Background: an optimization exercise with open tools, aiming at small area. Do not read the settings as production practice.
In this exercise RTL edits were held to simulation tests only and were not proved equivalent to the original.
Power and IR drop assume default switching activity.

==> design/flow/design.v <==
package gpio_pkg;
   localparam int gpio_max = 32;
   localparam logic [7:0] addr_intr  = 8'h80;
   localparam logic [7:0] addr_gpin  = 8'h90;
   localparam logic [7:0] addr_gpout = 8'hA0;
   localparam logic [2:0] int_level_high = 3'd0;
   localparam logic [2:0] int_level_low  = 3'd1;
   localparam logic [2:0] int_edge_pos   = 3'd2;
   localparam logic [2:0] int_edge_neg   = 3'd3;
   localparam logic [2:0] int_edge_both  = 3'd4;
endpackage
`timescale 1ns/1ps
module gpio_top (
   input  logic        PCLK,
   input  logic        aresetn,
   input  logic        psel_i,
   input  logic        penable_i,
   input  logic        pwrite_i,
   input  logic [7:0]  paddr_i,
   input  logic [31:0] pwdata_i,
   output logic [31:0] prdata_o,
   output logic        pready_o,
   output logic        pslverr_o,
   input  logic [31:0] gpio_in_i,
   output logic [31:0] gpio_out_o,
   output logic [31:0] gpio_oe_o,
   output logic [31:0] int_o,
   output logic        int_or_o
);
   localparam int n = gpio_pkg::gpio_max;
   assign pready_o  = 1'b1;
   assign pslverr_o = 1'b0;
   logic          wr_en;
   logic          hit_intr;
   logic          hit_gpin;
   logic          hit_gpout;
   assign wr_en     = psel_i & penable_i & pwrite_i;
   assign hit_intr  = (paddr_i == gpio_pkg::addr_intr);
   assign hit_gpin  = (paddr_i == gpio_pkg::addr_gpin);
   assign hit_gpout = (paddr_i == gpio_pkg::addr_gpout);
   logic [n-1:0] gpin1;
   logic [n-1:0] cur;
   logic [n-1:0] prev;
   always_ff @(posedge PCLK or negedge aresetn)
   begin
      if (!aresetn)
      begin
         gpin1 <= '0;
         cur   <= '0;
      end
      else
      begin
         gpin1 <= gpio_in_i;
         cur   <= gpin1;
      end
   end
   always_ff @(posedge PCLK)
      prev <= cur;
   localparam int gs    = 4;    
   localparam int gb    = 2;    
   localparam int n_grp = n / gs;
   logic [7:0]       cfg_q [n];
   logic [n_grp-1:0] grp_hit;
   logic [n_grp-1:0] grp_ok;
   logic [gs-1:0]    pos_hit;
   logic [7:0]       cfg_d [gs];
   logic [n-1:0]     cfg_ok;
   logic [n-1:0]     out_en;
   logic [n-1:0]     in_en;
   logic [n-1:0]     oe_en;
   logic [n-1:0]     int_en;
   for (genvar p = 0; p < gs; p++)
   begin : g_pos
      assign pos_hit[p] = (paddr_i[2 +: gb] == gb'(p));
      assign cfg_d[p]   = pwdata_i[7:0] & {8{pos_hit[p]}};
   end
   for (genvar g = 0; g < n_grp; g++)
   begin : g_grp
      assign grp_hit[g] = wr_en & ~paddr_i[7] & (paddr_i[6:2+gb] == (5-gb)'(g));
      always_ff @(posedge PCLK or negedge aresetn)
      begin
         if (!aresetn)
            grp_ok[g] <= 1'b0;
         else
            grp_ok[g] <= grp_ok[g] | grp_hit[g];
      end
   end
   for (genvar i = 0; i < n; i++)
   begin : g_cfg
      always_ff @(posedge PCLK)
      begin
         if (grp_hit[i/gs] && (pos_hit[i%gs] || !grp_ok[i/gs]))
            cfg_q[i] <= cfg_d[i%gs];
      end
      assign cfg_ok[i] = grp_ok[i/gs];
      assign out_en[i] = cfg_q[i][0] & cfg_ok[i];
      assign in_en[i]  = cfg_q[i][1] & cfg_ok[i];
      assign oe_en[i]  = cfg_q[i][2] & cfg_ok[i];
      assign int_en[i] = cfg_q[i][3] & cfg_ok[i];
   end
   logic [n-1:0] gpout_q;
   logic         gpout_ok;
   always_ff @(posedge PCLK)
   begin
      if (wr_en && hit_gpout)
         gpout_q <= pwdata_i;
   end
   always_ff @(posedge PCLK or negedge aresetn)
   begin
      if (!aresetn)
         gpout_ok <= 1'b0;
      else
         gpout_ok <= gpout_ok | (wr_en & hit_gpout);
   end
   assign gpio_out_o = gpout_q & out_en & {n{gpout_ok}};
   assign gpio_oe_o  = oe_en & out_en;
   logic [n-1:0] clear;
   logic [n-1:0] pos_q;
   logic [n-1:0] neg_q;
   assign clear = {n{wr_en & hit_intr}} & pwdata_i;
   always_ff @(posedge PCLK)
   begin
      pos_q <= int_en & ((cur & ~prev) | (pos_q & ~clear));
      neg_q <= int_en & ((~cur & prev) | (neg_q & ~clear));
   end
   for (genvar i = 0; i < n; i++)
   begin : g_sel
      logic [2:0] t;
      logic       low4;
      assign t = cfg_q[i][7:5];
      always_comb
      begin
         case (t[1:0])
            2'd0:    low4 = prev[i];
            2'd1:    low4 = ~prev[i];
            2'd2:    low4 = pos_q[i];
            default: low4 = neg_q[i];
         endcase
      end
      assign int_o[i] = int_en[i] & (t[2] ? (~t[1] & ~t[0] & (pos_q[i] | neg_q[i])) : low4);
   end
   assign int_or_o = |int_o;
   logic [n-1:0] intr_q;
   logic         intr_ok;
   logic [n-1:0] intr;
   logic         clear_cycle;
   always_ff @(posedge PCLK or negedge aresetn)
   begin
      if (!aresetn)
         intr_ok <= 1'b0;
      else
         intr_ok <= 1'b1;
   end
   assign intr        = intr_q & {n{intr_ok}};
   assign clear_cycle = |clear;
   always_ff @(posedge PCLK)
   begin
      if (clear_cycle)
         intr_q <= intr & ~clear;
      else
         intr_q <= int_o;
   end
   logic [7:0]       cfg_rd;
   logic [n_grp-1:0] grp_rd;
   logic [7:0]       pos_rd [gs];
   for (genvar g = 0; g < n_grp; g++)
   begin : g_grd
      assign grp_rd[g] = grp_ok[g] & ~paddr_i[7] & (paddr_i[6:2+gb] == (5-gb)'(g));
   end
   for (genvar p = 0; p < gs; p++)
   begin : g_prd
      logic [7:0] acc [n_grp+1];
      assign acc[0] = '0;
      for (genvar g = 0; g < n_grp; g++)
      begin : g_or
         assign acc[g+1] = acc[g] | (cfg_q[gs*g+p] & {8{grp_rd[g]}});
      end
      assign pos_rd[p] = acc[n_grp] & {8{pos_hit[p]}};
   end
   assign cfg_rd = pos_rd[0] | pos_rd[1] | pos_rd[2] | pos_rd[3];
   assign prdata_o = {24'h0, cfg_rd}
                   | (intr & {n{hit_intr}})
                   | (prev & in_en & {n{hit_gpin}})
                   | (gpout_q & {n{hit_gpout & gpout_ok}});
endmodule
==> design/flow/flow/run.sh <==
#!/bin/bash
# Standard layout with three changes:
# * the combinational logic of the standard synthesis is mapped again with
#   an area-oriented ABC script (flip-flops keep their cells and names);
# * the port buffers are the smallest buffer;
# * the clock tree uses larger sink clusters and no dummy loads.
set -euo pipefail
here=$(pwd)
res=$here/orfs/results/${FLOW_PLATFORM}/gpio_top/base
lib=$FLOW_HOME/platforms/${FLOW_PLATFORM}/lib/sky130_fd_sc_hd__tt_025C_1v80.lib
yosys_bin=$FLOW_HOME/../tools/install/yosys/bin/yosys
[[ -x $yosys_bin ]] || yosys_bin=yosys

export BUFFER_PORTS_ARGS="-buffer_cell sky130_fd_sc_hd__buf_1"
export CTS_ARGS="-sink_clustering_enable -repair_clock_nets -dont_use_dummy_load -sink_clustering_size 14 -sink_clustering_max_diameter 50 -buf_list {sky130_fd_sc_hd__clkbuf_4 sky130_fd_sc_hd__clkbuf_8}"

# standard synthesis netlist
bash standard.sh synth > synth_flow.log 2>&1
cp "$res/1_2_yosys.v" "$here/standard_synth.v"

# area re-mapping of the combinational logic
RS_LIB=$lib RS_IN=$here/standard_synth.v RS_OUT=$here/resynth.v \
RS_ABC=$here/flow/area.abc RS_CONSTR=$here/flow/abc.constr RS_STAT=$here/resynth_stat.txt \
  "$yosys_bin" -c "$here/flow/resynth.tcl" > resynth.log 2>&1
cp "$here/resynth.v" "$res/1_2_yosys.v"
touch "$res/1_2_yosys.v"

# rest of the layout
bash standard.sh > standard_flow.log 2>&1
==> design/flow/flow/abc.constr <==
set_driving_cell sky130_fd_sc_hd__buf_1
set_load 5
==> design/flow/flow/area.abc <==
&get -n
&st
&synch2
&nf -R 1000 -p
&st
&syn2
&synch2
&nf -R 1000 -p
&st
&dch -f
&nf -R 1000 -p -F 8 -A 4
&put
==> design/flow/flow/resynth.tcl <==
# Re-map the combinational logic of the standard synthesis netlist with an
# area-oriented ABC script. Flip-flops keep their cells and instance names.
yosys -import
set lib $::env(RS_LIB)
set in  $::env(RS_IN)
set out $::env(RS_OUT)
set abcs $::env(RS_ABC)
read_liberty -overwrite -setattr liberty_cell -ignore_miss_func $lib
# flip-flops stay as cells
foreach c [split [string trim [tee -q -s result.string select -list-mod {A:liberty_cell}]] "\n"] {
  if {[regexp {__(df|edf|sdf|dl|conb|tap|fill|decap|diode)} $c]} {
    setattr -mod -set blackbox 1 $c
  }
}
read_verilog -defer $in
hierarchy -top gpio_top
flatten
opt_clean -purge
setattr -mod -unset blackbox
stat
opt -fast
abc -script $abcs -liberty $lib -dont_use *probe* -dont_use *lpflow* -constr $::env(RS_CONSTR) -D 5000
opt_clean -purge
hilomap -singleton -hicell sky130_fd_sc_hd__conb_1 HI -locell sky130_fd_sc_hd__conb_1 LO
insbuf -buf sky130_fd_sc_hd__buf_4 A X
opt_clean -purge
tee -o $::env(RS_STAT) stat -liberty $lib
write_verilog -noattr -nohex -nodec $out
==> design/flow/standard.sh <==
#!/bin/bash
# synth_recipe.tcl (not shown) runs the flow's synth.tcl, then flattens the netlist and writes it again
# the make line also repeats each setting of config.mk as NAME=value (left out here)
make -C /OpenROAD-flow-scripts/flow DESIGN_CONFIG=/design/flow/config.mk WORK_HOME=/design/flow/orfs CLKGATE_MAP_FILE= SYNTH_SCRIPT=/design/flow/synth_recipe.tcl "${@:-finish}"
==> design/flow/config.mk <==
export PLATFORM = sky130hd
export DESIGN_NAME = gpio_top
export DESIGN_NICKNAME = gpio_top
export VERILOG_FILES = /design/flow/design.v
export SDC_FILE = /design/flow/constraint.sdc
export NUM_CORES = 4
export LEC_CHECK = 0
export CAP_MARGIN = 20
export CORE_MARGIN = 2
export CORE_UTILIZATION = 70
export SETUP_SLACK_MARGIN = 0.1
export SLEW_MARGIN = 20
==> design/flow/constraint.sdc <==
create_clock -name core_clock -period 5.0 [get_ports {PCLK}]
set_input_delay 1.0000 -clock core_clock [delete_from_list [all_inputs] [get_ports {PCLK}]]
set_output_delay 1.0000 -clock core_clock [all_outputs]
set_load 0.01 [all_outputs]
==> results.json, run 1 <==
{
  "worstSetupStartpointType": "register",
  "rr_endpoint": "intr_q[14]",
  "nets": 2032,
  "cts_made_buffers": 46,
  "ant_nets": 0,
  "top_level_ports": 208,
  "fin_crit_sh": 0.973,
  "slew_violations": 0,
  "hold_buffers": 0,
  "cap_violations": 0,
  "reg2reg_depth": 6,
  "routed_wl_um": 76700,
  "critPathRequiredTime_ps": 4000,
  "slew_headroom": 0.194,
  "p_int_mw": 5.42,
  "ff2ff_setup_slack_ps": 2630,
  "slowest_delay_ps": 730,
  "cts.repair.resized": 0,
  "synth_area_per_cell_um2": 11.9,
  "synth_area_um2": 19500,
  "worst_pin_slew_ps": 1210,
  "clk_pin_slew_worst_paths_ps": 90,
  "core_um2": 27600,
  "clockRootBuffer": "clkbuf_8",
  "clk-insertion-delay-late_ps": 610,
  "grt.total_usage": 0.523,
  "die_area_um2": 29200,
  "peakVddDrop_uv": 303,
  "swShare": 0.264,
  "worstHoldStart": "gpin1[9]",
  "final_cell_mix": "edfxtp_1, buf_1, nor2_1",
  "grt_pass1_vias": 16806,
  "comb_power_share": 0.101,
  "h-tree-depth": 2,
  "grt_max_degree": 39,
  "vias": 17780,
  "post_cts_buffers": 0,
  "drt_iter0_drc": 3814,
  "hold_viol_final": 0,
  "place.gp.congestion": 1.07,
  "layout-drive-gt1-share": 0.0573,
  "hold_class": "reg -> reg",
  "antenna_found_initial": 5,
  "crit_type": "reg -> out",
  "ys_warn_count": 8,
  "pwr-share-clk": 0.288,
  "place_inst": 2285,
  "io_buffers": 205,
  "first_pass_iters": 15,
  "crit_start": "cfg_q[23][7]",
  "finalSetupTns_ps": 0,
  "fmax_mhz": 206,
  "hpwl_um": 53500,
  "pwr-share-seq": 0.611,
  "routedWlPerCell_um": 32.9,
  "timing.hold.ws_ps": 320,
  "synthToLayoutAreaGrowth_pct": 12.1,
  "critPathMaxFanout": 5,
  "fp-row-count": 61,
  "viasPerCell": 7.62,
  "grt_pass1_wl_um": 109000,
  "power_density_nw_per_um2": 337,
  "initial_core_util": 0.707,
  "stdcell_count": 2332,
  "die-height_um": 171,
  "layout_commonest_cell": "edfxtp_1",
  "arrival_ps": 3860,
  "worstHoldEndpoint": "cur[9]",
  "clock_sinks": 490,
  "critical_path.slowest_cell": "nor4_1",
  "p_leak_nw": 7.31,
  "drc": 0,
  "rsz0062_at_grt": "no",
  "die_w_um": 171,
  "nFillCells": 1607,
  "worstReg2RegStart": "cfg_q[14][6]",
  "period_needed_ps": 4860,
  "outcome": "no timing/DRC/antenna violations",
  "p_sw_mw": 1.95,
  "synthCells": 1643,
  "cts_buffer_depth": 3,
  "cts_tree": "yes",
  "crit_chain": "nor3_1 -> a21oi_1 -> o211ai_1 -> clkinv_1 -> nor4_1 -> nand4_1 -> nor4_1 -> nand4_1 -> buf_1",
  "fin_skew_ps": 55.3,
  "cp-end-kind": "output port",
  "hold_depth": 0,
  "gr-total-overflow": 0,
  "setup_viol": 0
}
[worst max-delay path: cells and delay by family, from the launching register on]
| family | cells | cell delay, ps |
|---|---|---|
| flip-flops | 1 | 500 |
| AO/OA/AOI/OAI | 2 | 500 |
| AND/OR/NAND/NOR | 5 | 1710 |
| buffers and inverters | 2 | 540 |
[area by class of cell]
class | count | area, um^2 | area share
sequential | 490 | 13100 | 0.598
multi-input combinational | 1138 | 6380 | 0.292
timing repair buffer | 263 | 1220 | 0.0559
clock buffer | 46 | 633 | 0.0290
tap | 378 | 473 | 0.0217
inverter | 16 | 60.1 | 0.00275
antenna | 1 | 2.50 | 0.000115
[registers in the layout (all words and copies together) (netlist names)]
signal and count:
neg_q 32, cfg_q 256, gpout_q 32, prev 32, gpin1 32, pos_q 32, grp_ok 8, cur 32
intr_ok 1, intr_q 32, gpout_ok 1
[worst max path at each step]
stage / end / slack (ps)
final: int_or_o / 140
after global routing: prdata_o[6] / 220
after CTS: prdata_o[5] / 350
after detailed placement: prdata_o[5] / 350
after global placement: prdata_o[5] / 470
after floorplan: prdata_o[6] / 290
[per-layer routing]
metal / track usage / vias to the layer above / share of wire
li1: - / 6933 / -
met1: 0.626 / 8223 / 0.31
met2: 0.782 / 2053 / 0.43
met3: 0.218 / 565 / 0.18
met4: 0.330 / 6 / 0.085
met5: 0.0435 / - / 0.0018
[per-stage QoR]
| step | setup slack (ps) | cell area (um^2) | utilization | power [mW] |
|---|---|---|---|---|
| 2_1_floorplan | 285 | 19500 | - | 4.87 |
| 3_3_place_gp | 468 | 21200 | 0.769 | 5.22 |
| 3_5_place_dp | 354 | 21200 | 0.769 | 5.25 |
| 4_1_cts | 348 | 21800 | 0.792 | 7.23 |
| 5_1_grt | 221 | 21800 | 0.792 | 7.45 |
| 6_report | 136 | 21800 | 0.793 | 7.36 |
[power by group through the flow]
stage / combinational, mW / sequential [mW] / clock, mW
final: 0.744 / 4.50 / 2.12
after global routing: 0.753 / 4.50 / 2.19
after CTS: 0.688 / 4.49 / 2.05
after detailed placement: 0.677 / 4.58 / 0
after global placement: 0.655 / 4.57 / 0
after floorplan: 0.309 / 4.56 / 0
==> run 2, diff against run 1 <==
--- a/design/flow/config.mk
+++ b/design/flow/config.mk
@@ -8,5 +8,5 @@
 export CAP_MARGIN = 20
 export CORE_MARGIN = 2
-export CORE_UTILIZATION = 70
+export CORE_UTILIZATION = 65
 export SETUP_SLACK_MARGIN = 0.1
 export SLEW_MARGIN = 20
==> run 2 against run 1 <==
Compared with the run above: still clean; hold slack gained 30 ps; utilization shrank 5.2 points; final cell count grew 0.60%; die area grew 7.5%; largest cell class unchanged.
==> results.json, run 2 <==
{
  "fin_util": 0.740,
  "io_buffers": 205,
  "grt_pass1_vias": 16173,
  "path_delay_family": "compound AO/OA/AOI/OAI gates",
  "drc": 0,
  "h-tree-depth": 2,
  "layout_commonest_cell": "edfxtp_1",
  "synth_area_per_cell_um2": 11.9,
  "routed_wl_um": 74900,
  "ff2ff_setup_slack_ps": 2880,
  "largest_reg_flops": 256,
  "slowest_delay_ps": 390,
  "worstReg2RegStart": "grp_ok[2]",
  "grt.total_usage": 0.474,
  "reg2reg_depth": 2,
  "rsz0062_at_grt": "no",
  "crit_start": "paddr_i[7]",
  "clk_pin_slew_worst_paths_ps": 90,
  "critPathRequiredTime_ps": 4000,
  "worst_pin_slew_ps": 1100,
  "die-height_um": 177,
  "fmax_mhz": 205,
  "synth_area_um2": 19500,
  "drt_iter0_drc": 3411,
  "slew_violations": 0,
  "cts_made_buffers": 44,
  "slew_headroom": 0.270,
  "first_pass_iters": 14,
  "grt_max_degree": 47,
  "crit_chain": "buf_1 -> nor2_1 -> buf_4 -> and3_1 -> and2_0 -> buf_12 -> a22oi_1 -> nand3_1 -> a211oi_1 -> o21ai_0 -> nand3_1 -> o221ai_1 -> buf_1",
  "die_area_um2": 31400,
  "place.gp.congestion": 1.08,
  "gr-total-overflow": 0,
  "grt_pass1_wl_um": 106000,
  "synthCells": 1643,
  "top_register": "cfg_q",
  "core_um2": 29600,
  "fp-row-count": 63,
  "nets": 2031,
  "clock_sinks": 490,
  "hold_class": "reg -> reg",
  "ys_warn_count": 8,
  "fin_crit_sh": 0.977,
  "peakVddDrop_uv": 276,
  "layout-drive-gt1-share": 0.0584,
  "hold_buffers": 0,
  "clockRootBuffer": "clkbuf_8",
  "fin_skew_ps": 45.6,
  "outcome": "no timing/DRC/antenna violations",
  "arrival_ps": 3890,
  "cap_violations": 0,
  "initial_core_util": 0.659,
  "hold_viol_final": 0,
  "synthToLayoutAreaGrowth_pct": 12.3,
  "rr_endpoint": "cfg_q[8][0]",
  "worstSetupStartpointType": "input pin",
  "die_w_um": 177,
  "viasPerCell": 7.36,
  "antenna_found_initial": 9,
  "cp-end-kind": "output port",
  "p_leak_nw": 7.31,
  "finalSetupTns_ps": 0,
  "setup_viol": 0,
  "ant_nets": 0,
  "crit_type": "in -> out",
  "nFillCells": 2009,
  "clk-insertion-delay-late_ps": 610,
  "top_level_ports": 208,
  "endpoint": "prdata_o[6]",
  "cts_tree": "yes",
  "power_density_nw_per_um2": 332,
  "critPathMaxFanout": 15,
  "vias": 17270,
  "final_cell_mix": "edfxtp_1, buf_1, nor2_1",
  "cp.depth": 13,
  "worstPathBufferInverterCount": 4,
  "period_needed_ps": 4890,
  "routedWlPerCell_um": 31.9,
  "cts_buffer_depth": 3,
  "hpwl_um": 53900,
  "critical_path.slowest_cell": "and2_0"
}
==> run 2: cell count changes in the layout (fill, tap and decap cells not counted), sizes merged <==
cell    previous run  this run
clkbuf            47        46
diode              1         4
==> run 2: power by group <==
group / internal [mW] / leakage (nW) / switching [mW] / total, mW
Sequential: 4.38 / 4.10 / 0.108 / 4.48
Combinational: 0.216 / 2.90 / 0.517 / 0.733
Clock: 0.787 / 0.316 / 1.26 / 2.05
==> run 2: layer usage <==
metal	vias to the layer above	wire length, um	global-route usage
met5	-	135	0.0369
met4	10	5010	0.246
met3	431	12900	0.192
met2	1750	32900	0.725
met1	8151	24000	0.577
li1	6928	-	-
==> run 2: metrics by stage <==
step	worst slack, ps	power, mW	cells	instance area [um^2]	hold slack, ps
final	113	7.27	2346	21900	350
after global routing	149	7.40	2345	21900	351
after CTS	296	7.17	2342	21900	346
after detailed placement	313	5.25	2298	21200	336
after global placement	406	5.22	2298	21200	332
after floorplan	285	4.87	1644	19500	331
==> run 2: final cells by class <==
class                   count  area (um^2)  area share
clock buffers              44          606      0.0277
diodes                      4         10.0    0.000457
repair buffers            264         1250      0.0574
inverters                  16         60.1     0.00274
multi-input cells        1138         6400       0.292
flip-flops and latches    490        13100       0.597
well taps                 390          488      0.0223
==> run 2: worst min-delay path by stage <==
| stage | to | cells past startpoint | start |
|---|---|---|---|
| after global routing | cur[25] | 0 | gpin1[25] |
| after detailed placement | cur[21] | 0 | gpin1[21] |
| final | cur[20] | 0 | gpin1[20] |
| after floorplan | cur[0] | 0 | gpin1[0] |
| after global placement | cur[4] | 0 | gpin1[4] |
| after CTS | cur[4] | 0 | gpin1[4] |
==> run 2: worst register-to-register path, cell delays in order (launching register included) <==
cell and delay, ps:
dfrtp_1 630, buf_4 300, a21oi_1 800
==> run 2: timing repair <==
item | in CTS | in global routing
setup endpoints to repair | 0 | 3
hold endpoints to repair | 0 | 0
buffers inserted | 0 | 0
gates resized for setup | 0 | 3
==> run 3, diff against run 2 <==
--- a/design/flow/design.v
+++ b/design/flow/design.v
@@ -57,4 +57,30 @@
    always_ff @(posedge PCLK)
       prev <= cur;
+   function automatic logic [2:0] type_enc(input logic [2:0] t);
+      case (t)
+         3'd0:    type_enc = 3'd0;
+         3'd1:    type_enc = 3'd1;
+         3'd2:    type_enc = 3'd2;
+         3'd3:    type_enc = 3'd4;
+         3'd4:    type_enc = 3'd6;
+         3'd5:    type_enc = 3'd3;
+         3'd6:    type_enc = 3'd5;
+         default: type_enc = 3'd7;
+      endcase
+   endfunction
+   function automatic logic [2:0] type_dec(input logic [2:0] u);
+      case (u)
+         3'd0:    type_dec = 3'd0;
+         3'd1:    type_dec = 3'd1;
+         3'd2:    type_dec = 3'd2;
+         3'd4:    type_dec = 3'd3;
+         3'd6:    type_dec = 3'd4;
+         3'd3:    type_dec = 3'd5;
+         3'd5:    type_dec = 3'd6;
+         default: type_dec = 3'd7;
+      endcase
+   endfunction
+   logic [7:0] wdata_enc;
+   assign wdata_enc = {type_enc(pwdata_i[7:5]), pwdata_i[4:0]};
    localparam int gs    = 4;    
    localparam int gb    = 2;    
@@ -73,5 +99,5 @@
    begin : g_pos
       assign pos_hit[p] = (paddr_i[2 +: gb] == gb'(p));
-      assign cfg_d[p]   = pwdata_i[7:0] & {8{pos_hit[p]}};
+      assign cfg_d[p]   = wdata_enc & {8{pos_hit[p]}};
    end
    for (genvar g = 0; g < n_grp; g++)
@@ -126,17 +152,19 @@
    for (genvar i = 0; i < n; i++)
    begin : g_sel
-      logic [2:0] t;
-      logic       low4;
-      assign t = cfg_q[i][7:5];
+      logic [2:0] u;
+      logic       sel;
+      assign u = cfg_q[i][7:5];
       always_comb
       begin
-         case (t[1:0])
-            2'd0:    low4 = prev[i];
-            2'd1:    low4 = ~prev[i];
-            2'd2:    low4 = pos_q[i];
-            default: low4 = neg_q[i];
+         case (u)
+            3'd0:    sel = prev[i];
+            3'd1:    sel = ~prev[i];
+            3'd2:    sel = pos_q[i];
+            3'd4:    sel = neg_q[i];
+            3'd6:    sel = pos_q[i] | neg_q[i];
+            default: sel = 1'b0;
          endcase
       end
-      assign int_o[i] = int_en[i] & (t[2] ? (~t[1] & ~t[0] & (pos_q[i] | neg_q[i])) : low4);
+      assign int_o[i] = int_en[i] & sel;
    end
    assign int_or_o = |int_o;
@@ -178,5 +206,7 @@
       assign pos_rd[p] = acc[n_grp] & {8{pos_hit[p]}};
    end
-   assign cfg_rd = pos_rd[0] | pos_rd[1] | pos_rd[2] | pos_rd[3];
+   logic [7:0] cfg_raw;
+   assign cfg_raw = pos_rd[0] | pos_rd[1] | pos_rd[2] | pos_rd[3];
+   assign cfg_rd  = {type_dec(cfg_raw[7:5]), cfg_raw[4:0]};
    assign prdata_o = {24'h0, cfg_rd}
                    | (intr & {n{hit_intr}})
--- a/design/flow/config.mk
+++ b/design/flow/config.mk
@@ -6,7 +6,7 @@
 export NUM_CORES = 4
 export LEC_CHECK = 0
-export CAP_MARGIN = 20
+export CAP_MARGIN = 5
 export CORE_MARGIN = 2
 export CORE_UTILIZATION = 65
 export SETUP_SLACK_MARGIN = 0.1
-export SLEW_MARGIN = 20
+export SLEW_MARGIN = 5
==> run 3 against run 2 <==
Compared with the run above: utilization grew 0.66 points; non-clock buffer count grew 5; sequential power is essentially flat; clock skew grew 1.5 ps; setup slack gained 28 ps; global-route usage shrank 0.23 points; combinational power grew 2%; critical path type unchanged; highest routed layer unchanged.
==> results.json, run 3 <==
{
  "clk-insertion-delay-late_ps": 600,
  "cp_common_cell": "buf_4",
  "ant_nets": 0,
  "slowest_delay_ps": 330,
  "worstHoldEndpoint": "cur[3]",
  "die_w_um": 175,
  "cts_tree": "yes",
  "layout-drive-gt1-share": 0.0671,
  "hold_class": "reg -> reg",
  "hold_viol_final": 0,
  "slew_headroom": 0.214,
  "top_level_ports": 208,
  "dp_slack_ps": 318,
  "routedWlPerCell_um": 33.0,
  "fin_crit_sh": 0.972,
  "synthToLayoutAreaGrowth_pct": 13.1,
  "viasPerCell": 7.34,
  "setup_viol": 0,
  "h-tree-depth": 2,
  "antenna_found_initial": 2,
  "critPathRequiredTime_ps": 4000,
  "cap_violations": 0,
  "outcome": "no timing/DRC/antenna violations",
  "period_needed_ps": 4860,
  "drc": 0,
  "arrival_ps": 3860,
  "synth_area_um2": 19000,
  "fin_total_pwr_mw": 7.31,
  "cts_buffer_depth": 3,
  "fin_ws_ps": 141,
  "hpwl_um": 52600,
  "first_pass_iters": 10,
  "ff2ff_setup_slack_ps": 3010,
  "post_cts_buffers": 0,
  "synth_area_per_cell_um2": 12.8,
  "drt_iter0_drc": 3399,
  "fin_skew_ps": 47.1,
  "routed_wl_um": 72400,
  "worstHoldStart": "gpin1[3]",
  "p_leak_nw": 7.13,
  "clk_pin_slew_worst_paths_ps": 80,
  "grt_max_degree": 45,
  "gr-total-overflow": 0,
  "critical_path.slowest_cell": "nand3b_1",
  "synthCells": 1486,
  "grt_pass1_wl_um": 103000,
  "fmax_mhz": 206,
  "slew_violations": 0,
  "final_cell_mix": "edfxtp_1, buf_1, nand2_1",
  "die_area_um2": 30500,
  "cts_made_buffers": 46,
  "critPathMaxFanout": 12,
  "worstReg2RegStart": "grp_ok[1]",
  "cp-end-kind": "output port",
  "place.gp.congestion": 1.06,
  "fp-row-count": 62,
  "layout_commonest_cell": "edfxtp_1",
  "largest_reg_flops": 256,
  "power_density_nw_per_um2": 341,
  "rr_endpoint": "cfg_q[4][4]",
  "core_um2": 28700,
  "finalSetupTns_ps": 0,
  "fin_util": 0.747,
  "grt_pass1_vias": 15395,
  "die-height_um": 175,
  "clockRootBuffer": "clkbuf_8",
  "clock_sinks": 490,
  "nets": 1881,
  "io_buffers": 205,
  "initial_core_util": 0.660,
  "top_register": "cfg_q",
  "crit_type": "in -> out",
  "worst_pin_slew_ps": 1180,
  "peakVddDrop_uv": 334,
  "worstSetupStartpointType": "input pin",
  "grt.total_usage": 0.471,
  "rsz0062_at_grt": "no",
  "vias": 16079,
  "reg2reg_depth": 2,
  "crit_chain": "buf_1 -> buf_4 -> nor2_1 -> nand3b_1 -> nor2_2 -> buf_4 -> a22oi_1 -> nand3_1 -> a211oi_1 -> nor4_1 -> buf_4 -> nand2b_1 -> mux2i_1 -> buf_1",
  "ys_warn_count": 8,
  "hold_depth": 0
}
-- run 3: where the power goes --
group | switching (mW) | internal [mW] | leakage (nW) | total [mW]
clock | 1.28 | 0.820 | 0.331 | 2.10
combinational | 0.517 | 0.228 | 2.71 | 0.744
sequential | 0.0895 | 4.38 | 4.10 | 4.47
-- run 3: timing repair --
| item | in CTS | in global routing |
|---|---|---|
| hold endpoints to repair | 0 | 0 |
| hold buffers | 0 | 0 |
| setup endpoints to repair | 0 | 2 |
| gates resized for setup | 0 | 2 |
-- run 3: worst max-delay path by stage --
stage / startpoint / endpoint / slack, ps / depth (start not counted)
global route: paddr_i[7] / prdata_o[6] / 110 / 13
CTS: paddr_i[6] / prdata_o[6] / 310 / 14
floorplan: paddr_i[4] / prdata_o[6] / 250 / 9
finish: paddr_i[5] / prdata_o[6] / 140 / 14
detailed placement: paddr_i[6] / prdata_o[6] / 320 / 14
global placement: paddr_i[6] / prdata_o[6] / 330 / 14
-- run 3: critical path: cells and delay by family --
kind | cells | cell delay, ps
AOI/OAI and AO/OA | 2 | 220
buffers and inverters | 5 | 940
muxes | 1 | 310
and+or+nand+nor | 6 | 1380
-- run 3: final cells by class --
class                   instances  area, um^2
repair buffers                269        1290
diodes                          6        15.0
inverters                      17        63.8
clock buffers                  46         633
fillers                      1851        7270
flip-flops and latches        490       13100
multi-input cells             980        5890
well taps                     384         480
-- run 3: metrics by stage --
step | area [um^2] | cells | hold slack, ps
2_1_floorplan | 19000 | 1487 | 331
3_3_place_gp | 20800 | 2140 | 332
3_5_place_dp | 20800 | 2140 | 336
4_1_cts | 21400 | 2186 | 346
5_1_grt | 21400 | 2186 | 356
6_report | 21400 | 2192 | 339
-- run 3: layer usage --
layer  global-route usage  vias to the layer above  routed length (um)
li1                     -                     6421                   -
met1                0.631                     7669               24600
met2                0.686                     1607               30400
met3                0.145                      378               11700
met4                0.272                        4                5610
met5               0.0240                        -                 126
==> run 4, diff against run 3 <==
--- a/design/flow/config.mk
+++ b/design/flow/config.mk
@@ -6,7 +6,7 @@
 export NUM_CORES = 4
 export LEC_CHECK = 0
-export CAP_MARGIN = 5
+export CAP_MARGIN = 20
 export CORE_MARGIN = 2
 export CORE_UTILIZATION = 65
 export SETUP_SLACK_MARGIN = 0.1
-export SLEW_MARGIN = 5
+export SLEW_MARGIN = 20
==> run 4 against run 3 <==
Compared with the run above: synthesized cell count unchanged; hold slack lost 4.0 ps; clock power hardly changed; fmax rose by 1.2%; setup slack gained 56 ps; die area is the same; global-route usage unchanged; sequential cell count unchanged; still clean on timing, DRC and antenna.
==> results.json, run 4 <==
{
  "outcome": "no timing/DRC/antenna violations",
  "fin_crit_sh": 0.961,
  "hold_buffers": 0,
  "met3_usage": 0.145,
  "period_needed_ps": 4800,
  "die_area_um2": 30500,
  "clk_pin_slew_worst_paths_ps": 80,
  "slew_violations": 0,
  "place_inst": 2140,
  "place.gp.congestion": 1.06,
  "fp-row-count": 62,
  "crit_type": "in -> out",
  "top_level_ports": 208,
  "grtUsageMet2": 0.686,
  "initial_core_util": 0.660,
  "fin_util": 0.747,
  "ys_warn_count": 8,
  "cap_violations": 0,
  "final_cell_mix": "edfxtp_1, buf_1, nand2_1",
  "hold_class": "reg -> reg",
  "post_cts_buffers": 0,
  "top_usage_layer": "met2",
  "clk-insertion-delay-late_ps": 600,
  "core_um2": 28700,
  "viasPerCell": 7.33,
  "hold_depth": 0,
  "grt_use_met1": 0.631,
  "fin_skew_ps": 49.7,
  "ant_nets": 0,
  "grt_pass1_wl_um": 103000,
  "layout-drive-gt1-share": 0.0677,
  "synthToLayoutAreaGrowth_pct": 13.1,
  "cp-end-kind": "output port",
  "routedWlPerCell_um": 33.0,
  "p_sw_mw": 1.88,
  "die-height_um": 175,
  "layout_commonest_cell": "edfxtp_1",
  "grt_max_degree": 45,
  "largest_reg_flops": 256,
  "pwr-share-clk": 0.287,
  "cts_made_buffers": 46,
  "swShare": 0.257,
  "p_int_mw": 5.43,
  "synth_area_per_cell_um2": 12.8,
  "first_pass_iters": 10,
  "vias": 16069,
  "hold_viol_final": 0,
  "antenna_found_initial": 2,
  "comb_power_share": 0.102,
  "nets": 1881,
  "stdcell_count": 2191,
  "grt.total_usage": 0.471,
  "arrival_ps": 3800,
  "synth_area_um2": 19000,
  "finalSetupTns_ps": 0,
  "worst_pin_slew_ps": 1160,
  "slew_headroom": 0.227,
  "cts_tree": "yes",
  "power_density_nw_per_um2": 341,
  "top_register": "cfg_q",
  "rsz0062_at_grt": "no",
  "fin_total_pwr_mw": 7.31,
  "gr-total-overflow": 0,
  "io_buffers": 205,
  "setup_viol": 0,
  "h-tree-depth": 2,
  "synthCells": 1486,
  "fmax_mhz": 208,
  "worstSetupStartpointType": "input pin",
  "pwr-share-seq": 0.611,
  "clock_sinks": 490,
  "die_w_um": 175,
  "critPathRequiredTime_ps": 4000,
  "routed_wl_um": 72300,
  "drc": 0,
  "reg2reg_depth": 2,
  "critPathMaxFanout": 12,
  "peakVddDrop_uv": 335,
  "drt_iter0_drc": 3302,
  "cts.repair.resized": 0,
  "p_leak_nw": 7.13,
  "grt_pass1_vias": 15395,
  "hpwl_um": 52600,
  "cts_buffer_depth": 3,
  "clockRootBuffer": "clkbuf_8"
}
-- run 4: path summary, 6_finish.rpt --
check                            from     endpoint  slack [ps]
max in group asynchronous     aresetn    grp_ok[2]        3610
hold / removal               gpin1[3]       cur[3]         340
min in group asynchronous     aresetn      cur[22]         480
hold reg to reg              gpin1[3]       cur[3]         340
setup reg to reg            grp_ok[1]  cfg_q[4][4]        3010
setup / recovery           paddr_i[5]  prdata_o[6]         200
-- run 4: worst max-delay path: stages --
cell and delay [ps]:
buf_1 140, buf_4 200, nor2_1 120, nand3b_1 300
nor2_2 110, buf_4 220, a22oi_1 210, nand3_1 100
a211oi_1 530, nor4_1 90, buf_4 170, nand2b_1 140
mux2i_1 270, buf_1 210
-- run 4: cell type report --
class / count / area, um^2
sequential: 490 / 13100
fill: 1850 / 7270
multi-input combinational: 980 / 5890
timing repair buffer: 269 / 1290
clock buffer: 46 / 633
tap: 384 / 480
inverter: 17 / 63.8
antenna: 5 / 12.5
-- run 4: through the flow --
step | setup slack [ps] | cell area, um^2 | hold slack (ps)
after floorplan | 254 | 19000 | 331
final | 196 | 21400 | 335
after detailed placement | 318 | 20800 | 336
after global placement | 325 | 20800 | 332
after CTS | 307 | 21400 | 346
after global routing | 111 | 21400 | 356
-- run 4: power by group through the flow --
stage               Combinational (mW)  Sequential [mW]  Clock, mW
floorplan                        0.315             4.55          0
global placement                 0.674             4.55          0
global route                     0.761             4.48       2.19
finish                           0.744             4.47       2.10
detailed placement               0.695             4.55          0
CTS                              0.698             4.46       2.06
-- run 4: metal layers --
| metal | up-vias | share of wire |
|---|---|---|
| met5 | - | 0.0016 |
| met4 | 4 | 0.075 |
| met3 | 376 | 0.17 |
| met1 | 7654 | 0.33 |
| met2 | 1622 | 0.42 |
| li1 | 6413 | - |
==> run 5, diff against run 4 <==
==> design/flow/flow/area.abc (replaced) <==
&get -n
&st
&dch -f
&nf -R 1000 -p -F 8 -A 4
&put
--- a/design/flow/config.mk
+++ b/design/flow/config.mk
@@ -9,4 +9,5 @@
 export CORE_MARGIN = 2
 export CORE_UTILIZATION = 65
+export GPL_TIMING_DRIVEN = 0
 export SETUP_SLACK_MARGIN = 0.1
 export SLEW_MARGIN = 20
==> run 5 against run 4 <==
Compared with the run above: largest cell class unchanged; hold slack got worse by 12 ps; global-route usage fell by 5.7 points; highest routed layer unchanged; sequential share of layout area rose by 0.51 points; critical path type unchanged.
==> results.json, run 5 <==
{
  "die_w_um": 174,
  "hold_class": "reg -> reg",
  "routedWlPerCell_um": 29.9,
  "synth_area_um2": 18800,
  "clockRootBuffer": "clkbuf_8",
  "hold_viol_final": 0,
  "rsz0062_at_grt": "no",
  "crit_type": "in -> out",
  "worstHoldEndpoint": "cur[24]",
  "fin_util": 0.744,
  "critPathMaxFanout": 20,
  "layout_commonest_cell": "edfxtp_1",
  "vias": 15215,
  "setup_viol": 0,
  "die-height_um": 174,
  "place.gp.congestion": 0.963,
  "synth_area_per_cell_um2": 13.0,
  "worstHoldStart": "gpin1[24]",
  "cts_tree": "yes",
  "io_buffers": 205,
  "hold_buffers": 0,
  "outcome": "no timing/DRC/antenna violations",
  "critPathRequiredTime_ps": 4000,
  "worst_pin_slew_ps": 1160,
  "fmax_mhz": 204,
  "period_needed_ps": 4900,
  "clock_sinks": 490,
  "slew_headroom": 0.230,
  "grt_pass1_vias": 14482,
  "fin_skew_ps": 41.3,
  "timing.hold.ws_ps": 323,
  "worstReg2RegStart": "grp_ok[4]",
  "p_leak_nw": 7.01,
  "die_area_um2": 30300,
  "top_register": "cfg_q",
  "grt.total_usage": 0.414,
  "rr_endpoint": "cfg_q[17][7]",
  "first_pass_iters": 8,
  "cp-end-kind": "output port",
  "fp-row-count": 62,
  "initial_core_util": 0.657,
  "h-tree-depth": 2,
  "synthCells": 1448,
  "fin_crit_sh": 0.979,
  "worstSetupStartpointType": "input pin",
  "largest_reg_flops": 256,
  "grt_max_degree": 63,
  "top_level_ports": 208,
  "nFillCells": 1976,
  "power_density_nw_per_um2": 338,
  "cts_buffer_depth": 3,
  "drt_iter0_drc": 2735,
  "nets": 1808,
  "cap_violations": 0,
  "peakVddDrop_uv": 289,
  "drc": 0,
  "viasPerCell": 7.20,
  "final_cell_mix": "edfxtp_1, buf_1, a21oi_1",
  "hold_depth": 0,
  "reg2reg_depth": 1,
  "synthToLayoutAreaGrowth_pct": 13.2,
  "clk_pin_slew_worst_paths_ps": 80,
  "diodes": 0,
  "routed_wl_um": 63200,
  "ys_warn_count": 8,
  "hpwl_um": 44800,
  "clk-insertion-delay-late_ps": 590,
  "layout-drive-gt1-share": 0.0619,
  "core_um2": 28600,
  "ff2ff_setup_slack_ps": 2920,
  "arrival_ps": 3900,
  "slew_violations": 0,
  "ant_nets": 0,
  "gr-total-overflow": 0,
  "grt_pass1_wl_um": 91300,
  "antenna_found_initial": 2,
  "cts_made_buffers": 45
}
## run 5: cell types whose count changed in the layout (fill, tap and decap cells not counted), moves of 9 or more
cell,change
nand4_1,+30
a21oi_1,+23
nand3_1,-38
nand2_1,-18
nor2_1,-9
a31oi_1,+9
and3_1,-11
buf_4,-54
## run 5: routing by layer
metal / part of all wire / GRT usage
met5: 0.00033 / 0
met4: 0.067 / 0.239
met3: 0.15 / 0.103
met2: 0.43 / 0.609
met1: 0.35 / 0.569
## run 5: layout make-up
type | count | area [um^2] | area share
inverters | 20 | 75.1 | 0.00353
flip-flops and latches | 490 | 13100 | 0.615
clock buffers | 45 | 619 | 0.0291
multi-input cells | 940 | 5770 | 0.271
repair buffers | 234 | 1260 | 0.0593
well taps | 384 | 480 | 0.0226
## run 5: through the flow
step	setup TNS [ps]	total power, mW	instances	setup slack, ps	area [um^2]
2_1_floorplan	0	4.87	1449	155	18800
3_3_place_gp	-261430	5.16	2038	-2780	20100
3_5_place_dp	-10190	5.20	2060	-684	20600
4_1_cts	0	7.15	2111	154	21300
5_1_grt	0	7.37	2113	120	21300
6_report	0	7.19	2113	103	21300
## run 5: timing repair
action,4_1_cts,5_1_grt
gates resized for setup,16,6
pin swaps,2,1
gates cloned,0,1
endpoints found under the setup margin,32,6
buffers inserted,6,0
## run 5: how the worst max path moves through the flow
stage | cells past startpoint | slack [ps] | from | to
2_1_floorplan | 7 | 160 | paddr_i[3] | prdata_o[5]
3_3_place_gp | 9 | -2780 | paddr_i[2] | prdata_o[0]
3_5_place_dp | 9 | -680 | paddr_i[2] | prdata_o[0]
4_1_cts | 11 | 150 | paddr_i[2] | prdata_o[3]
5_1_grt | 11 | 120 | paddr_i[5] | prdata_o[6]
6_report | 10 | 100 | paddr_i[2] | prdata_o[0]
## run 5: critical path: stages
cell and delay, ps:
buf_2 460, or2_4 350, or4_4 270, nor3_4 60
buf_4 170, a32oi_1 190, o211ai_1 270, a31oi_1 620
o21ai_0 260, buf_1 200
## run 5: power by group
part / switching (mW) / internal [mW] / total [mW]
clock network: 1.24 / 0.804 / 2.04
registers: 0.199 / 4.38 / 4.58
logic: 0.365 / 0.206 / 0.571
total: 1.80 / 5.39 / 7.19
==> run 6, diff against run 5 <==
--- a/design/flow/config.mk
+++ b/design/flow/config.mk
@@ -9,5 +9,4 @@
 export CORE_MARGIN = 2
 export CORE_UTILIZATION = 65
-export GPL_TIMING_DRIVEN = 0
 export SETUP_SLACK_MARGIN = 0.1
 export SLEW_MARGIN = 20
==> run 6 against run 5 <==
Compared with the run above: synthesized cell count unchanged; setup slack gained 210 ps; cell area fell by 0.74%; critical path type unchanged; highest routed layer is now met4.
==> results.json, run 6 <==
{
  "critPathRequiredTime_ps": 4000,
  "clock_sinks": 490,
  "post_cts_buffers": 0,
  "endpoint": "prdata_o[6]",
  "clockRootBuffer": "clkbuf_8",
  "clk_pin_slew_worst_paths_ps": 80,
  "fin_ws_ps": 313,
  "synthCells": 1448,
  "place.gp.congestion": 0.991,
  "vias": 15525,
  "slew_violations": 0,
  "nets": 1820,
  "die_w_um": 174,
  "place_inst": 2082,
  "drc": 0,
  "worstSetupStartpointType": "input pin",
  "grt_max_degree": 51,
  "die-height_um": 174,
  "cts_tree": "yes",
  "layout-drive-gt1-share": 0.0551,
  "first_pass_iters": 14,
  "worst_pin_slew_ps": 1190,
  "hpwl_um": 48400,
  "hold_viol_final": 0,
  "io_buffers": 205,
  "outcome": "no timing/DRC/antenna violations",
  "pwr-share-seq": 0.621,
  "hold_class": "reg -> reg",
  "stdcell_count": 2126,
  "cts_made_buffers": 43,
  "largest_reg_flops": 256,
  "synth_area_um2": 18800,
  "top_register": "cfg_q",
  "viasPerCell": 7.30,
  "p_int_mw": 5.38,
  "comb_power_share": 0.100,
  "period_needed_ps": 4690,
  "ff2ff_setup_slack_ps": 2830,
  "crit_start": "paddr_i[5]",
  "arrival_ps": 3690,
  "worstHoldStart": "gpin1[4]",
  "worstReg2RegStart": "grp_ok[3]",
  "grt_pass1_vias": 14726,
  "ant_nets": 0,
  "gr-total-overflow": 0,
  "rsz0062_at_grt": "no",
  "die_area_um2": 30300,
  "fmax_mhz": 213,
  "slew_headroom": 0.208,
  "drt_iter0_drc": 2925,
  "synth_area_per_cell_um2": 13.0,
  "fin_crit_sh": 0.937,
  "layout_commonest_cell": "edfxtp_1",
  "initial_core_util": 0.657,
  "crit_type": "in -> out",
  "cap_violations": 0,
  "fp-row-count": 62,
  "power_density_nw_per_um2": 341,
  "antenna_found_initial": 1,
  "routedWlPerCell_um": 31.6,
  "top_level_ports": 208,
  "clk-insertion-delay-late_ps": 590,
  "cts.repair.resized": 0,
  "h-tree-depth": 2,
  "setup_viol": 0,
  "dp_slack_ps": 447,
  "pwr-share-clk": 0.279,
  "p_sw_mw": 1.83,
  "grt_pass1_wl_um": 96300,
  "cp-end-kind": "output port",
  "hold_buffers": 0,
  "ys_warn_count": 8,
  "peakVddDrop_uv": 325,
  "routed_wl_um": 67300,
  "swShare": 0.254,
  "final_cell_mix": "edfxtp_1, buf_1, a21oi_1",
  "critPathMaxFanout": 12,
  "fin_skew_ps": 50.2,
  "core_um2": 28600,
  "reg2reg_depth": 3,
  "grt.total_usage": 0.441,
  "synthToLayoutAreaGrowth_pct": 12.4,
  "rr_endpoint": "cfg_q[14][6]",
  "p_leak_nw": 7.00,
  "cts_buffer_depth": 3,
  "finalSetupTns_ps": 0,
  "nFillCells": 1934
}
-- run 6: metrics by stage --
step | hold slack [ps] | total power [mW] | cell area [um^2] | utilization
global placement | 332 | 5.22 | 20500 | 0.717
detailed placement | 335 | 5.25 | 20500 | 0.717
finish | 342 | 7.21 | 21100 | 0.738
global route | 344 | 7.36 | 21100 | 0.738
floorplan | 331 | 4.87 | 18800 | -
CTS | 336 | 7.14 | 21100 | 0.738
-- run 6: cell type report --
| cell class | instances | area, um^2 | area share |
|---|---|---|---|
| multi-input combinational | 939 | 5720 | 0.271 |
| sequential | 490 | 13100 | 0.618 |
| tap | 384 | 480 | 0.0227 |
| antenna | 1 | 2.50 | 0.000118 |
| timing repair buffer | 249 | 1190 | 0.0564 |
| clock buffer | 43 | 592 | 0.0280 |
| inverter | 20 | 75.1 | 0.00355 |
-- run 6: worst min path at each step --
stage / endpoint / cells after the start
after global routing: cur[4] / 0
final: cur[4] / 0
after floorplan: cur[0] / 0
after CTS: cur[4] / 0
after detailed placement: cur[3] / 0
after global placement: cur[31] / 0
-- run 6: power groups by stage --
| stage | combinational [mW] | sequential (mW) | clock, mW |
|---|---|---|---|
| CTS | 0.687 | 4.47 | 1.98 |
| detailed placement | 0.683 | 4.56 | 0 |
| global route | 0.746 | 4.49 | 2.13 |
| global placement | 0.668 | 4.56 | 0 |
| finish | 0.722 | 4.48 | 2.01 |
| floorplan | 0.310 | 4.56 | 0 |
-- run 6: layer usage --
metal  GRT usage  vias to the layer above  wire length (um)
met5           0                        -                 0
li1            -                     6284                 -
met1       0.587                     7437             22400
met2       0.657                     1483             29200
met4       0.272                        0              5540
met3       0.114                      321             10100
-- run 6: worst max-delay path, cell delays in order --
cell      delay (ps)
buf_1            210
nor2_1           120
and3_1           400
buf_4            270
a22o_1           180
a221oi_1         240
nand3_1          250
and4_1           360
nand2b_1         190
mux2_1           320
buf_1            140

[separate check: timing with driven ports]
In the flow no input, the clock included, has a driving cell. The finished layouts below were timed again as built, in two steps. Step 1, drivers: a clkbuf_16 drives PCLK and a buf_2 each remaining input, both assumed. Step 2 also shifts input and output timing later by t, the mid clock arrival at the registers, as if the neighbouring blocks saw the same clock. Slacks: ideal ports / drivers / drivers and shift; pairs: ideal ports / drivers.
| run | t, ns | setup WS [ns] | hold slack, ns | clock arrival spread, ns | worst register clock-pin slew, ns |
|---|---|---|---|---|---|
| run 1 | 0.639 | 0.136 / 0.083 / 0.184 | 0.320 / 0.320 / 0.320 | 0.058 / 0.059 | 0.10 / 0.10 |
| run 2 | 0.639 | 0.113 / 0.062 / 0.062 | 0.350 / 0.350 / 0.350 | 0.048 / 0.047 | 0.10 / 0.10 |
| run 3 | 0.637 | 0.141 / 0.066 / 0.066 | 0.339 / 0.339 / 0.339 | 0.067 / 0.067 | 0.10 / 0.10 |
| run 4 | 0.634 | 0.196 / 0.130 / 0.130 | 0.335 / 0.335 / 0.335 | 0.072 / 0.072 | 0.09 / 0.09 |
| run 5 | 0.619 | 0.103 / 0.080 / 0.080 | 0.323 / 0.323 / 0.323 | 0.048 / 0.049 | 0.10 / 0.10 |
| run 6 | 0.615 | 0.313 / 0.266 / 0.266 | 0.342 / 0.342 / 0.342 | 0.051 / 0.051 | 0.09 / 0.09 |
After both steps every run listed still meets setup and hold. The setup slack of run 3, which loses most, moves by -0.075 ns with the drivers and by -0.075 ns with both steps.
